What follows belongs to an exercise in optimizing a design on an open flow for small area, a short achievable clock period and few clock cycles per item; a production flow would make more cautious choices. RTL that was checked went through simulation tests only; none was proved equivalent to the original.

Setup of run Z:
==> module rsa_top, before the edit <==
module rsa_top (
  input  logic                     clk,
  input  logic                     resetn,
  input  logic                     param_valid,
  input  logic [2:0]               param_sel,
  input  logic [OPERAND_WIDTH-1:0] param_data,
  output logic                     param_ready,
  input  logic                     cmd_valid,
  input  logic [1:0]               cmd_op,
  output logic                     cmd_ready,
  output logic                     result_valid,
  output logic [OPERAND_WIDTH-1:0] result_data,
  input  logic                     result_ready,
  output logic                     busy
);
  logic                     param_fire;
  logic                     exp_fire;
  logic [OPERAND_WIDTH-1:0] modulus;
  logic [OPERAND_WIDTH-1:0] base;
  logic [OPERAND_WIDTH-1:0] r2_mod_n;
  logic [EXP_BITS-1:0]      exponent;
  logic                     exp_done;
  assign param_ready = ~busy;
  assign cmd_ready   = ~busy;
  assign param_fire  = param_valid & ~busy;
  assign exp_fire    = cmd_valid & ~busy & (cmd_op == OP_EXP);
  always_ff @(posedge clk) begin
    if (param_fire) begin
      case (param_sel)
        PARAM_MODULUS:  modulus  <= param_data;
        PARAM_BASE:     base     <= param_data;
        PARAM_R2_MOD_N: r2_mod_n <= param_data;
        PARAM_EXPONENT: exponent <= param_data[EXP_BITS-1:0];
        default: begin
        end
      endcase
    end
  end
  always_ff @(posedge clk) begin
    if (!resetn) begin
      busy         <= 1'b0;
      result_valid <= 1'b0;
    end else begin
      if (exp_fire) begin
        busy <= 1'b1;
      end else if (result_valid && result_ready) begin
        busy <= 1'b0;
      end
      if (exp_done) begin
        result_valid <= 1'b1;
      end else if (result_ready) begin
        result_valid <= 1'b0;
      end
    end
  end
  logic                     ph_init;
  logic                     ph_iter;
  logic                     ph_res;
  logic                     ph_sub;
  logic [3:0]               it_cnt;
  logic [4:0]               rnd;
  logic                     last_rnd;
  logic                     conv_rnd;
  logic                     e_bit;
  logic                     acc_take;
  logic                     mm_clear;
  assign last_rnd = (rnd == 5'd16);
  assign e_bit    = exponent[rnd[3:0] - 4'd1];
  assign acc_take = !conv_rnd && e_bit;
  assign mm_clear = ph_init | ph_sub;
  logic [1:0] res_d, clr_d;
  logic [1:0] sub_d;
  logic       acc_take_q;
  logic       done_q;
  logic       ph_res2, ph_sub2, mm_clear2;
  assign ph_res2   = res_d[1];
  assign ph_sub2   = sub_d[1];
  assign mm_clear2 = clr_d[1];
  assign exp_done  = ph_sub2 & done_q;
  always_ff @(posedge clk) begin
    if (!resetn) begin
      res_d <= '0;
      sub_d <= '0;
      clr_d <= '0;
    end else begin
      res_d <= {res_d[0], ph_res};
      sub_d <= {sub_d[0], ph_sub};
      clr_d <= {clr_d[0], mm_clear};
    end
  end
  always_ff @(posedge clk) begin
    if (ph_sub) begin
      acc_take_q <= acc_take;
      done_q     <= last_rnd;
    end
  end
  always_ff @(posedge clk) begin
    if (!resetn) begin
      ph_init <= 1'b0;
      ph_iter <= 1'b0;
      ph_res  <= 1'b0;
      ph_sub  <= 1'b0;
    end else begin
      ph_init <= exp_fire;
      ph_res  <= ph_iter & (it_cnt == 4'd15);
      ph_sub  <= ph_res;
      if (ph_init | (ph_sub & ~last_rnd)) begin
        ph_iter <= 1'b1;
      end else if (it_cnt == 4'd15) begin
        ph_iter <= 1'b0;
      end
    end
  end
  always_ff @(posedge clk) begin
    if (ph_init) begin
      rnd      <= '0;
      conv_rnd <= 1'b1;
    end else if (ph_sub) begin
      rnd      <= rnd + 5'd1;
      conv_rnd <= 1'b0;
    end
    if (ph_iter) begin
      it_cnt <= it_cnt + 4'd1;
    end else begin
      it_cnt <= '0;
    end
  end
  logic [OPERAND_WIDTH-1:0] sq;
  logic [OPERAND_WIDTH-1:0] acc;
  logic [1:0]               a_bits;
  logic [1:0]               a_d1, a_d2;
  logic [ACC_WIDTH:0]       cpa_sum;
  logic                     use_sq;
  logic [1:0]               a_fetch;
  logic [OPERAND_WIDTH-1:0] a_src;
  logic [ACC_WIDTH:0]       sq_sum;
  logic [ACC_WIDTH:0]       acc_sum;
  logic [ACC_WIDTH-1:0]     sq_sn, sq_cn, acc_sn, acc_cn;
  logic [ACC_WIDTH-1:0]     sq_sn_nxt, sq_cn_nxt, acc_sn_nxt, acc_cn_nxt;
  logic [ACC_WIDTH-1:0]     neg_n;
  assign a_src   = conv_rnd ? base : sq;
  assign a_fetch = a_src[{it_cnt + 4'd1, 1'b0} +: 2];
  always_ff @(posedge clk) begin
    if (ph_init) begin
      a_bits <= base[1:0];
    end else if (ph_sub) begin
      a_bits <= sq_sum[ACC_WIDTH] ? sq_sum[1:0] : sq[1:0];
    end else begin
      a_bits <= a_fetch;
    end
    a_d1 <= a_bits;
    a_d2 <= a_d1;
  end
  always_ff @(posedge clk) begin
    if (ph_init) begin
      sq  <= r2_mod_n;
      acc <= {{(OPERAND_WIDTH-1){1'b0}}, |modulus[OPERAND_WIDTH-1:1]};
    end else begin
      if (ph_res | (ph_sub & sq_sum[ACC_WIDTH])) begin
        sq <= sq_sum[OPERAND_WIDTH-1:0];
      end
      if (acc_take_q & (ph_res2 | (ph_sub2 & acc_sum[ACC_WIDTH]))) begin
        acc <= acc_sum[OPERAND_WIDTH-1:0];
      end
    end
  end
  assign result_data = acc;
  assign neg_n   = {1'b1, ~modulus[OPERAND_WIDTH-1:1], 1'b1};
  assign use_sq  = ph_res | ph_sub;
  assign cpa_sum = ~({1'b0, use_sq ? sq_sn : acc_sn} + {1'b0, use_sq ? sq_cn : acc_cn} +
                     {{ACC_WIDTH{1'b0}}, 1'b1});
  assign sq_sum  = cpa_sum;
  assign acc_sum = cpa_sum;
  mont_digit dig_sq (
    .s_n     (sq_sn),
    .c_n     (sq_cn),
    .a_bits  (a_bits),
    .b       (sq),
    .modulus (modulus),
    .s_nxt_n (sq_sn_nxt),
    .c_nxt_n (sq_cn_nxt)
  );
  mont_digit dig_acc (
    .s_n     (acc_sn),
    .c_n     (acc_cn),
    .a_bits  (a_d2),
    .b       (acc),
    .modulus (modulus),
    .s_nxt_n (acc_sn_nxt),
    .c_nxt_n (acc_cn_nxt)
  );
  logic sel_res, sel_step, sel_res2, sel_step2;
  assign sel_res   = ph_res;
  assign sel_step  = ~ph_res & ~mm_clear;
  assign sel_res2  = ph_res2;
  assign sel_step2 = ~ph_res2 & ~mm_clear2;
  always_ff @(posedge clk) begin
    sq_sn  <= ({ACC_WIDTH{~sel_res}} | ~sq_sum[ACC_WIDTH-1:0])  & ({ACC_WIDTH{~sel_step}} | sq_sn_nxt);
    sq_cn  <= ({ACC_WIDTH{~sel_res}} | ~neg_n)                  & ({ACC_WIDTH{~sel_step}} | sq_cn_nxt);
    acc_sn <= ({ACC_WIDTH{~sel_res2}} | ~acc_sum[ACC_WIDTH-1:0]) & ({ACC_WIDTH{~sel_step2}} | acc_sn_nxt);
    acc_cn <= ({ACC_WIDTH{~sel_res2}} | ~neg_n)                  & ({ACC_WIDTH{~sel_step2}} | acc_cn_nxt);
  end
endmodule
==> flow/config.mk <==
export PLATFORM = sky130hd
export DESIGN_NAME = rsa_top
export DESIGN_NICKNAME = rsa_top
export VERILOG_FILES = /design/flow/design.v
export SDC_FILE = /design/flow/constraint.sdc
export NUM_CORES = 4
export LEC_CHECK = 0
export CAP_MARGIN = 20
export CORE_MARGIN = 2
export CORE_UTILIZATION = 55
export CTS_CLUSTER_DIAMETER = 100
export CTS_CLUSTER_SIZE = 26
export SETUP_SLACK_MARGIN = 4.85
export SLEW_MARGIN = 20
export SYNTH_HIERARCHICAL = 1
==> flow/constraint.sdc <==
create_clock -name core_clock -period 8.0 [get_ports {clk}]
set_input_delay 1.6000 -clock core_clock [delete_from_list [all_inputs] [get_ports {clk}]]
set_output_delay 1.6000 -clock core_clock [all_outputs]
set_load 0.01 [all_outputs]
standard.sh (not shown) runs the stock make flow with config.mk's settings and CLKGATE_MAP_FILE= SYNTH_SCRIPT=/design/flow/synth_recipe.tcl, a recipe that flattens the netlist after the stock synthesis.
==> flow/flow/run.sh <==
#!/bin/bash
# Standard layout, with plain buffers on the ports instead of delay cells.
set -e
export BUFFER_PORTS_ARGS="-buffer_cell sky130_fd_sc_hd__buf_2"
bash standard.sh > standard.log 2>&1
For run R, these inputs were changed with respect to run Z:
--- a/flow/design.v
+++ b/flow/design.v
@@ -134,37 +134,12 @@
   logic                     acc_take;
   logic                     mm_clear;
   assign last_rnd = (rnd == 5'd16);
   assign e_bit    = exponent[rnd[3:0] - 4'd1];
   assign acc_take = !conv_rnd && e_bit;
+  assign exp_done = ph_sub & last_rnd;
   assign mm_clear = ph_init | ph_sub;
-  logic [1:0] res_d, clr_d;
-  logic [1:0] sub_d;
-  logic       acc_take_q;
-  logic       done_q;
-  logic       ph_res2, ph_sub2, mm_clear2;
-  assign ph_res2   = res_d[1];
-  assign ph_sub2   = sub_d[1];
-  assign mm_clear2 = clr_d[1];
-  assign exp_done  = ph_sub2 & done_q;
-  always_ff @(posedge clk) begin
-    if (!resetn) begin
-      res_d <= '0;
-      sub_d <= '0;
-      clr_d <= '0;
-    end else begin
-      res_d <= {res_d[0], ph_res};
-      sub_d <= {sub_d[0], ph_sub};
-      clr_d <= {clr_d[0], mm_clear};
-    end
-  end
-  always_ff @(posedge clk) begin
-    if (ph_sub) begin
-      acc_take_q <= acc_take;
-      done_q     <= last_rnd;
-    end
-  end
   always_ff @(posedge clk) begin
     if (!resetn) begin
       ph_init <= 1'b0;
       ph_iter <= 1'b0;
       ph_res  <= 1'b0;
@@ -195,13 +170,10 @@
     end
   end
   logic [OPERAND_WIDTH-1:0] sq;
   logic [OPERAND_WIDTH-1:0] acc;
   logic [1:0]               a_bits;
-  logic [1:0]               a_d1, a_d2;
-  logic [ACC_WIDTH:0]       cpa_sum;
-  logic                     use_sq;
   logic [1:0]               a_fetch;
   logic [OPERAND_WIDTH-1:0] a_src;
   logic [ACC_WIDTH:0]       sq_sum;
   logic [ACC_WIDTH:0]       acc_sum;
   logic [ACC_WIDTH-1:0]     sq_sn, sq_cn, acc_sn, acc_cn;
@@ -215,33 +187,28 @@
     end else if (ph_sub) begin
       a_bits <= sq_sum[ACC_WIDTH] ? sq_sum[1:0] : sq[1:0];
     end else begin
       a_bits <= a_fetch;
     end
-    a_d1 <= a_bits;
-    a_d2 <= a_d1;
   end
   always_ff @(posedge clk) begin
     if (ph_init) begin
       sq  <= r2_mod_n;
       acc <= {{(OPERAND_WIDTH-1){1'b0}}, |modulus[OPERAND_WIDTH-1:1]};
     end else begin
       if (ph_res | (ph_sub & sq_sum[ACC_WIDTH])) begin
         sq <= sq_sum[OPERAND_WIDTH-1:0];
       end
-      if (acc_take_q & (ph_res2 | (ph_sub2 & acc_sum[ACC_WIDTH]))) begin
+      if (acc_take & (ph_res | (ph_sub & acc_sum[ACC_WIDTH]))) begin
         acc <= acc_sum[OPERAND_WIDTH-1:0];
       end
     end
   end
   assign result_data = acc;
   assign neg_n   = {1'b1, ~modulus[OPERAND_WIDTH-1:1], 1'b1};
-  assign use_sq  = ph_res | ph_sub;
-  assign cpa_sum = ~({1'b0, use_sq ? sq_sn : acc_sn} + {1'b0, use_sq ? sq_cn : acc_cn} +
-                     {{ACC_WIDTH{1'b0}}, 1'b1});
-  assign sq_sum  = cpa_sum;
-  assign acc_sum = cpa_sum;
+  assign sq_sum  = ~({1'b0, sq_sn} + {1'b0, sq_cn} + {{ACC_WIDTH{1'b0}}, 1'b1});
+  assign acc_sum = ~({1'b0, acc_sn} + {1'b0, acc_cn} + {{ACC_WIDTH{1'b0}}, 1'b1});
   mont_digit dig_sq (
     .s_n     (sq_sn),
     .c_n     (sq_cn),
     .a_bits  (a_bits),
     .b       (sq),
@@ -250,23 +217,21 @@
     .c_nxt_n (sq_cn_nxt)
   );
   mont_digit dig_acc (
     .s_n     (acc_sn),
     .c_n     (acc_cn),
-    .a_bits  (a_d2),
+    .a_bits  (a_bits),
     .b       (acc),
     .modulus (modulus),
     .s_nxt_n (acc_sn_nxt),
     .c_nxt_n (acc_cn_nxt)
   );
-  logic sel_res, sel_step, sel_res2, sel_step2;
-  assign sel_res   = ph_res;
-  assign sel_step  = ~ph_res & ~mm_clear;
-  assign sel_res2  = ph_res2;
-  assign sel_step2 = ~ph_res2 & ~mm_clear2;
+  logic sel_res, sel_step;
+  assign sel_res  = ph_res;
+  assign sel_step = ~ph_res & ~mm_clear;
   always_ff @(posedge clk) begin
     sq_sn  <= ({ACC_WIDTH{~sel_res}} | ~sq_sum[ACC_WIDTH-1:0])  & ({ACC_WIDTH{~sel_step}} | sq_sn_nxt);
     sq_cn  <= ({ACC_WIDTH{~sel_res}} | ~neg_n)                  & ({ACC_WIDTH{~sel_step}} | sq_cn_nxt);
-    acc_sn <= ({ACC_WIDTH{~sel_res2}} | ~acc_sum[ACC_WIDTH-1:0]) & ({ACC_WIDTH{~sel_step2}} | acc_sn_nxt);
-    acc_cn <= ({ACC_WIDTH{~sel_res2}} | ~neg_n)                  & ({ACC_WIDTH{~sel_step2}} | acc_cn_nxt);
+    acc_sn <= ({ACC_WIDTH{~sel_res}} | ~acc_sum[ACC_WIDTH-1:0]) & ({ACC_WIDTH{~sel_step}} | acc_sn_nxt);
+    acc_cn <= ({ACC_WIDTH{~sel_res}} | ~neg_n)                  & ({ACC_WIDTH{~sel_step}} | acc_cn_nxt);
   end
 endmodule
Compared with run Z, final cell count in run R decreased slightly.
Looking at initial antenna violation count, run R sits 1 lower than run Z does.
Higher logic depth of the worst setup path including buffers among run Z and run R: run Z
Run R vs run Z on post-cts repair resize count: run R is the lower one.
Higher fraction of area in clock buffers and inverters goes to run R over run Z.
Maximum clock skew at final layout: run R vs run Z — no meaningful difference
Taking run Z as the reference point, the fraction of area in multi-input gates of run R rises by 3.2 points.
In run R, the number of buffers other than clock buffers in the final layout came out about 40% below the value in run Z.
Run R: sequential share of cell area 1.3 points above run Z
sq[22] as the end of the critical path was reported by run Z, and acc_sn[13] by run R.
Taking run Z as the reference, in run R met3 capacity usage during global routing dropped 0.96 points, count of sequential standard cells dropped 10.
In the final reports, the cell area of run R is smaller than that of run Z.
Compared with run Z, run R shows a higher die outline area.
Testbench counts of run R, summed over its fixed seeds: cycles 40,192, items 128.
Only the layout flow was run in run Z; the RTL was not checked for function there.

-- port drivers added, routing unchanged --
In the flow no input, the clock included, has a driving cell. The finished layouts below were timed again as built, in two steps. Step 1 (the two cells are an assumption about what drives the block):
set clk [get_ports {clk}]
set_driving_cell -lib_cell sky130_fd_sc_hd__clkbuf_16 $clk
set_driving_cell -lib_cell sky130_fd_sc_hd__buf_2 [delete_from_list [all_inputs] $clk]
Step 2 moves the port delays by t, midway between the first and last clock arrival at a register: inputs arrive t later, outputs are due t later. That takes back most of the time a late clock gives input paths. Slacks: ideal ports / drivers / drivers and shift; pairs: ideal ports / drivers.
run | t, ns | setup WS [ns] | clock arrival spread, ns | worst slew at a driven data input, ns
run Z | 0.597 | 4.334 / 4.334 / 4.334 | 0.028 / 0.029 | 0.03
run R | 0.589 | 4.892 / 4.892 / 4.647 | 0.027 / 0.027 | 0.04
After both steps setup and hold are still met in every run listed. For run R, which loses most, drivers alone change the setup slack by 0.000 ns; drivers and shift together by -0.245 ns.
